This is an optimization exercise on Yosys and OpenROAD, whose aim is small area, a short achievable clock period and few clock cycles per item, not a production implementation. Function was checked by simulation only, so behaviour that the tests miss may differ from the original. Power is estimated from default activity; no workload was simulated.

===== config.mk =====
export PLATFORM = sky130hd
export DESIGN_NAME = calendar_time_to_rtc_registers_unit
export DESIGN_NICKNAME = calendar_time_to_rtc_registers_unit
export VERILOG_FILES = /design/flow/design.v
export SDC_FILE = /design/flow/constraint.sdc
export NUM_CORES = 4
export LEC_CHECK = 0
export CAP_MARGIN = 20
export CORE_MARGIN = 2
export CORE_UTILIZATION = 40
export SLEW_MARGIN = 20

===== constraint.sdc =====
create_clock -name core_clock -period 6.0 [get_ports {i_clk}]
set_input_delay 1.2000 -clock core_clock [delete_from_list [all_inputs] [get_ports {i_clk}]]
set_output_delay 1.2000 -clock core_clock [all_outputs]
set_load 0.01 [all_outputs]

===== design.v =====
`timescale 1ns / 1ps
`default_nettype none
package ctrr_pkg;
    typedef struct packed {
        logic [11:0] year;
        logic [3:0]  month;
        logic [4:0]  day;
        logic [4:0]  hours;
        logic [5:0]  minutes;
        logic [5:0]  seconds;
    } t_in_item;
    typedef struct packed {
        logic [6:0] seconds_bcd;
        logic [6:0] minutes_bcd;
        logic [5:0] hours_bcd;
        logic [2:0] weekday_code;
        logic [5:0] date_bcd;
        logic [4:0] month_bcd;
        logic [7:0] year_bcd;
    } t_out_item;
    localparam logic [11:0] YEAR_BASE = 12'd2000;
    localparam logic [3:0] MONTH_FEB = 4'd2;
    localparam logic [7:0]  DIV10_MUL_SMALL = 8'd205;     
    localparam logic [12:0] DIV10_MUL_WIDE  = 13'd6554;   
    localparam logic [12:0] DIV100_MUL      = 13'd5243;   
    localparam logic [13:0] DIV7_MUL        = 14'd9363;   
endpackage
`default_nettype wire
`timescale 1ns / 1ps
`default_nettype none
module ctrr_bcd2 (
    input  wire logic [5:0] i_value,
    output logic      [2:0] o_tens,
    output logic      [3:0] o_ones
);
    logic [13:0] w_prod;
    logic [5:0]  w_rem;
    assign w_prod = i_value * ctrr_pkg::DIV10_MUL_SMALL;
    assign o_tens = w_prod[13:11];
    assign w_rem  = i_value - (6'({o_tens, 3'b000}) + 6'({o_tens, 1'b0}));
    assign o_ones = w_rem[3:0];
endmodule
`default_nettype wire
`timescale 1ns / 1ps
`default_nettype none
module calendar_time_to_rtc_registers_unit (
    input  wire logic                 i_clk,
    input  wire logic                 i_rst_n,
    input  wire logic                 i_in_valid,
    output logic                      o_in_stall,
    input  wire logic [37:0]          i_in_item,
    output logic                      o_out_valid,
    input  wire logic                 i_out_stall,
    output logic      [41:0]          o_out_item
);
    ctrr_pkg::t_in_item w_in;
    assign w_in = ctrr_pkg::t_in_item'(i_in_item);
    logic r_v1, r_v2, r_v3, r_v4, r_v5;
    logic w_rdy1, w_rdy2, w_rdy3, w_rdy4, w_rdy5;
    assign w_rdy5     = !r_v5 || !i_out_stall;
    assign w_rdy4     = !r_v4 || w_rdy5;
    assign w_rdy3     = !r_v3 || w_rdy4;
    assign w_rdy2     = !r_v2 || w_rdy3;
    assign w_rdy1     = !r_v1 || w_rdy2;
    assign o_in_stall = !w_rdy1;
    always_ff @(posedge i_clk) begin
        if (!i_rst_n) begin
            r_v1 <= 1'b0;
            r_v2 <= 1'b0;
            r_v3 <= 1'b0;
            r_v4 <= 1'b0;
            r_v5 <= 1'b0;
        end else begin
            if (w_rdy1) r_v1 <= i_in_valid;
            if (w_rdy2) r_v2 <= r_v1;
            if (w_rdy3) r_v3 <= r_v2;
            if (w_rdy4) r_v4 <= r_v3;
            if (w_rdy5) r_v5 <= r_v4;
        end
    end
    logic [2:0] w_sec_t, w_min_t, w_hr_t, w_day_t, w_mon_t;
    logic [3:0] w_sec_o, w_min_o, w_hr_o, w_day_o, w_mon_o;
    logic       w_early;
    logic [5:0] w_mterm;
    ctrr_pkg::t_out_item w_o1;
    ctrr_bcd2 u_bcd_sec (.i_value(w_in.seconds),      .o_tens(w_sec_t), .o_ones(w_sec_o));
    ctrr_bcd2 u_bcd_min (.i_value(w_in.minutes),      .o_tens(w_min_t), .o_ones(w_min_o));
    ctrr_bcd2 u_bcd_hr  (.i_value({1'b0, w_in.hours}), .o_tens(w_hr_t), .o_ones(w_hr_o));
    ctrr_bcd2 u_bcd_day (.i_value({1'b0, w_in.day}),   .o_tens(w_day_t), .o_ones(w_day_o));
    ctrr_bcd2 u_bcd_mon (.i_value({2'b00, w_in.month}), .o_tens(w_mon_t), .o_ones(w_mon_o));
    always_comb begin
        w_o1              = '0;
        w_o1.seconds_bcd  = {w_sec_t, w_sec_o};
        w_o1.minutes_bcd  = {w_min_t, w_min_o};
        w_o1.hours_bcd    = {w_hr_t[1:0], w_hr_o};
        w_o1.date_bcd     = {w_day_t[1:0], w_day_o};
        w_o1.month_bcd    = {w_mon_t[0], w_mon_o};
    end
    assign w_early = (w_in.month <= ctrr_pkg::MONTH_FEB);
    always_comb begin
        case (w_in.month)
            4'd0:    w_mterm = 6'd25;
            4'd1:    w_mterm = 6'd28;
            4'd2:    w_mterm = 6'd31;
            4'd3:    w_mterm = 6'd2;
            4'd4:    w_mterm = 6'd5;
            4'd5:    w_mterm = 6'd7;
            4'd6:    w_mterm = 6'd10;
            4'd7:    w_mterm = 6'd12;
            4'd8:    w_mterm = 6'd15;
            4'd9:    w_mterm = 6'd18;
            4'd10:   w_mterm = 6'd20;
            4'd11:   w_mterm = 6'd23;
            4'd12:   w_mterm = 6'd25;
            4'd13:   w_mterm = 6'd28;
            4'd14:   w_mterm = 6'd31;
            4'd15:   w_mterm = 6'd33;
            default: w_mterm = 6'd0;
        endcase
    end
    ctrr_pkg::t_out_item r_s1_o;
    logic [4:0]  r_s1_day;
    logic [5:0]  r_s1_mterm;
    logic [11:0] r_s1_yy;
    logic        r_s1_yneg;
    logic        r_s1_ylow;
    logic [11:0] r_s1_yd;
    always_ff @(posedge i_clk) begin
        if (w_rdy1) begin
            r_s1_o     <= w_o1;
            r_s1_day   <= w_in.day;
            r_s1_mterm <= w_mterm;
            r_s1_yy    <= w_in.year - {11'd0, w_early};
            r_s1_yneg  <= w_early && (w_in.year == 12'd0);
            r_s1_ylow  <= (w_in.year < ctrr_pkg::YEAR_BASE);
            r_s1_yd    <= w_in.year - ctrr_pkg::YEAR_BASE;
        end
    end
    logic [24:0] w_p100;
    logic [24:0] w_p10;
    assign w_p100 = r_s1_yy * ctrr_pkg::DIV100_MUL;
    assign w_p10  = r_s1_yd * ctrr_pkg::DIV10_MUL_WIDE;
    ctrr_pkg::t_out_item r_s2_o;
    logic [4:0]  r_s2_day;
    logic [5:0]  r_s2_mterm;
    logic [11:0] r_s2_yy;
    logic        r_s2_yneg;
    logic        r_s2_ylow;
    logic [11:0] r_s2_yd;
    logic [5:0]  r_s2_q100;
    logic [7:0]  r_s2_q10;
    always_ff @(posedge i_clk) begin
        if (w_rdy2) begin
            r_s2_o     <= r_s1_o;
            r_s2_day   <= r_s1_day;
            r_s2_mterm <= r_s1_mterm;
            r_s2_yy    <= r_s1_yy;
            r_s2_yneg  <= r_s1_yneg;
            r_s2_ylow  <= r_s1_ylow;
            r_s2_yd    <= r_s1_yd;
            r_s2_q100  <= w_p100[24:19];
            r_s2_q10   <= w_p10[23:16];
        end
    end
    logic [11:0] w_yrem;
    logic [12:0] w_sum;
    ctrr_pkg::t_out_item w_o3;
    assign w_yrem = r_s2_yd - (12'({r_s2_q10, 3'b000}) + 12'({r_s2_q10, 1'b0}));
    always_comb begin
        w_o3 = r_s2_o;
        w_o3.year_bcd = r_s2_ylow ? r_s2_yd[7:0] : {r_s2_q10[3:0], w_yrem[3:0]};
    end
    always_comb begin
        if (r_s2_yneg) begin
            w_sum = 13'(r_s2_day) + 13'(r_s2_mterm) - 13'd1;
        end else begin
            w_sum = 13'(r_s2_day) + 13'(r_s2_mterm) + 13'(r_s2_yy) + 13'(r_s2_yy[11:2])
                  - 13'(r_s2_q100) + 13'(r_s2_q100[5:2]);
        end
    end
    ctrr_pkg::t_out_item r_s3_o;
    logic [12:0] r_s3_sum;
    always_ff @(posedge i_clk) begin
        if (w_rdy3) begin
            r_s3_o   <= w_o3;
            r_s3_sum <= w_sum;
        end
    end
    logic [26:0] w_p7;
    assign w_p7 = r_s3_sum * ctrr_pkg::DIV7_MUL;
    ctrr_pkg::t_out_item r_s4_o;
    logic [12:0] r_s4_sum;
    logic [9:0]  r_s4_q7;
    always_ff @(posedge i_clk) begin
        if (w_rdy4) begin
            r_s4_o   <= r_s3_o;
            r_s4_sum <= r_s3_sum;
            r_s4_q7  <= w_p7[25:16];
        end
    end
    logic [12:0] w_r7;
    ctrr_pkg::t_out_item w_o5;
    assign w_r7 = r_s4_sum - (13'({r_s4_q7, 3'b000}) - 13'(r_s4_q7));
    always_comb begin
        w_o5 = r_s4_o;
        w_o5.weekday_code = w_r7[2:0] + 3'd1;
    end
    ctrr_pkg::t_out_item r_s5_o;
    always_ff @(posedge i_clk) begin
        if (w_rdy5) begin
            r_s5_o <= w_o5;
        end
    end
    assign o_out_valid = r_v5;
    assign o_out_item  = r_s5_o;
endmodule
`default_nettype wire

===== run.sh =====
#!/bin/bash
# synth_recipe.tcl (not shown) runs the flow's synth.tcl, then flattens the netlist and writes it again
# the make line also repeats each setting of config.mk as NAME=value (left out here)
make -C /OpenROAD-flow-scripts/flow DESIGN_CONFIG=/design/flow/config.mk WORK_HOME=/design/flow/orfs CLKGATE_MAP_FILE= SYNTH_SCRIPT=/design/flow/synth_recipe.tcl finish

==> impl_metrics.csv <==
group,metric,value,unit
timing,relSlewSlack,0.363,
cts,ctsHtreeMaxLevel,1,
yosys,synth_fp_nets,2131,
yosys,ys_seq_area_frac,0.425,
setup_path,path_delay_family,"adder cells",
placement,dp_cells,2334,
power,finalPower,12.4,mW
cts,post_cts_resized,0,
setup_path,path_cells,"inv_1, fa_1, fa_1, fa_1, inv_1, fa_1, inv_1, fa_1, inv_1, ha_1, nand2_1, nor3_1, a21oi_1, a311oi_1, o21ai_2, a21boi_2, or4b_1, nand3_1",
cts,cts-root-buf,"clkbuf_16",
cells_and_area,drive_gt1_frac,0.0518,
die,dieWidth,228,um
placement,dpl_cell_area,21800,sq um
job,cap_violations,0,
cells_and_area,final_common_cell,"inv_1",
routing,routedWlPerCell,14.5,um
die,die_h,228,um
placement,gp_congestion,0.841,
cells_and_area,fin_nets,2248,
worst_hold_path,hp-class,"flip-flop to flip-flop",
cells_and_area,fin_area,22900,sq um
setup_path,critPathBufInv,4,
cts,cts_tree,"built",
setup_path,crit_type,"flip-flop to flip-flop",
setup_path,cp_max_fo,6,
routing,drtAntennaViolNets,0,
routing,vias_per_cell,4.60,
routing,wl,34600,um
setup_path,cp_common_cell,"fa_1",
global_routing,grt_pass1_vias,12000,
yosys,synth_area,20100,sq um
yosys,yosysWarnings,1,
placement,port_buffers,85,
timing,fin_skew,0.00593,ns
global_routing,grt_max_degree,69,
power,p_leak,10.8,nW
power,clockPowerShare,0.157,
timing,tightest_slew,0.955,ns
power,vdd_drop_max,0.582,mV
routing,first_pass_iters,4,
yosys,syn_area_per_cell,12.7,sq um
timing,final_hold_viol_count,0,
timing,setup_ws,0.576,ns
setup_path,cp-start-kind,"flip-flop",
placement,pre_cts_ws,0.371,ns
timing,hold_slack,0.414,ns
cells_and_area,fin_cells,2391,
die,dieArea,52000,sq um
die,pin_count,86,
cts,holdBufCountCts,0,
cells_and_area,final_core_util,0.459,
setup_path,cp.arrival,5.75,ns
setup_path,endpoint_kind,"flip-flop",
yosys,synth_edf_count,281,
cts,cts.sinks,286,
setup_path,slowest_delay,0.57,ns
routing,num_vias,11000,
timing,setup_tns,0,ns
timing,rsz0062_at_grt,"no",
global_routing,grt_antenna_before_repair,4,
cts,cts_buffers,30,
timing,min_period_over_period,0.904,
power,power_density,544,nW/um^2
yosys,synth.distinct_cells,60,
routing,drc_errors,0,
die,coreArea,49900,sq um
power,swShare,0.388,
power,p_comb_frac,0.575,
setup_path,cp_slowest_cell,"a311oi_1",
yosys,synth-async-reset-ratio,0,
global_routing,grt_first_pass_wirelength,59300,um
outcome,outcome,"complete, no violations",
power,p_int,7.61,mW
cells_and_area,most-common-layout-cells,"375 x inv_1, 372 x ha_1, 281 x edfxtp_1, 140 x fa_1, 85 x clkdlybuf4s50_1",
power,seq_power_share,0.268,
cts,clock_path_buffers,3,
timing,finalMaxSlewViolations,0,
placement,dp.final_hpwl,27700,um
global_routing,track_usage,0.140,
cts,cts_setup_buffers,0,
yosys,synth_seq_cells,286,
die,start_util,0.402,
cts,clk_latency,0.57,ns
cts,path_clk_slew,0.06,ns
global_routing,grt_overflow,0,
yosys,synthCells,1577,
timing,fmax,184,MHz
cells_and_area,synthToLayoutAreaGrowth,14.0,%
cells_and_area,fillers,4554,
power,power_switching,4.83,mW
yosys,synth_flop_cell,"edfxtp_1",
routing,drt-initial-drc-count,428,
timing,setup_viol,0,
timing,fin_crit,5.42,ns
die,std_cell_rows,82,
setup_path,required,6.32,ns
## worst paths after layout
kind / depth (start not counted) / slack (ns) / endpoint / start
min reg2reg: 0 / 0.41 / r_s4_o[6] / r_s3_o[6]
max: 18 / 0.58 / r_s2_q100[5] / r_s1_yy[7]
min: 0 / 0.41 / r_s4_o[6] / r_s3_o[6]
max reg2reg: 18 / 0.58 / r_s2_q100[5] / r_s1_yy[7]
## cells in the mapped netlist (all sizes together), types with 4 or more instances
cell type,number,area share
inv,377,0.071
ha,372,0.23
edfxtp,281,0.42
fa,140,0.14
xnor2,61,0.027
nand2,43,0.0080
a21oi,41,0.011
nor2,37,0.0069
o21ai,37,0.0096
xor2,30,0.013
a21o,11,0.0041
nor3,11,0.0027
o21a,9,0.0034
or2,9,0.0028
nand3,8,0.0020
o31ai,8,0.0032
clkbuf,7,0.0013
nor2b,7,0.0026
o211ai,7,0.0031
or3,7,0.0027
a31oi,6,0.0019
and3,5,0.0016
dfxtp,5,0.0050
mux2,5,0.0028
o21bai,5,0.0019
a211oi,4,0.0015
nand2b,4,0.0012
## power groups by stage
stage | clock, mW | combinational, mW | sequential, mW
3_5_place_dp | 0 | 7.22 | 3.39
6_report | 1.95 | 7.15 | 3.34
3_3_place_gp | 0 | 7.07 | 3.37
5_1_grt | 2.09 | 8.43 | 3.40
2_1_floorplan | 0 | 5.46 | 3.31
4_1_cts | 2.01 | 7.32 | 3.35
## worst reg2reg max path: cells and delay by family, from the launching register on
family                     cells  cell delay [ns]
DFF                            1             0.51
buffers and inverters          4             0.28
AOI/OAI and AO/OA              4             1.04
adders and majority gates      6             2.87
and+or+nand+nor                4             0.48
## registers in the layout, indices dropped and copies added, names as in the netlist, 13 cells and up
register / count
r_s5_o: 42
r_s2_o: 31
r_s4_o: 39
r_s1_o: 31
r_s3_sum: 13
r_s3_o: 39
## cells by family after synthesis
kind of cell	share of synthesized area
buffers and inverters	0.0718
AO/OA/AOI/OAI	0.0489
adder cells (fa/ha/maj)	0.372
flip-flops	0.425
AND/OR/NAND/NOR	0.0360
XOR/XNOR	0.0397
multiplexers	0.00655
## metal layers
metal	GRT usage	share of wire	vias up
met3	0.0203	0.029	52
met5	0	0.0011	-
met1	0.176	0.45	5292
met4	0.0394	0.024	6
met2	0.250	0.50	86
li1	-	-	5551
## area by class of cell
class,instances,area [sq um],area share
multi-input cells,907,10100,0.442
flip-flops and latches,286,8540,0.373
inverters,377,1420,0.0619
repair buffers,92,916,0.0400
well taps,672,841,0.0368
clock buffers,34,766,0.0335
clock inverters,22,293,0.0128
diodes,1,2.50,0.000109
Testbench counts, summed over its fixed seeds: cycles 16,040, items 16,000.

## port drivers added, routing unchanged
Ports are ideal in the flow. The routed layout listed here was re-timed in OpenROAD. Step 1 assumes that a clkbuf_16 drives the clock port and a buf_2 every other input. Step 2 also shifts input and output timing later by t, the mid clock arrival at the registers, as if the neighbouring blocks saw the same clock. a / b / c = ideal / step 1 / step 2; a / b = the first two.
shift t [ns]: 0.614
setup WS [ns]: 0.576 / 0.576 / 0.376
worst hold slack (ns): 0.414 / 0.414 / 0.414
latest minus earliest clock arrival (ns): 0.009 / 0.008
After both steps this run still meets setup and hold. The setup slack of this run moves by 0.000 ns with the drivers and by -0.200 ns with both steps.
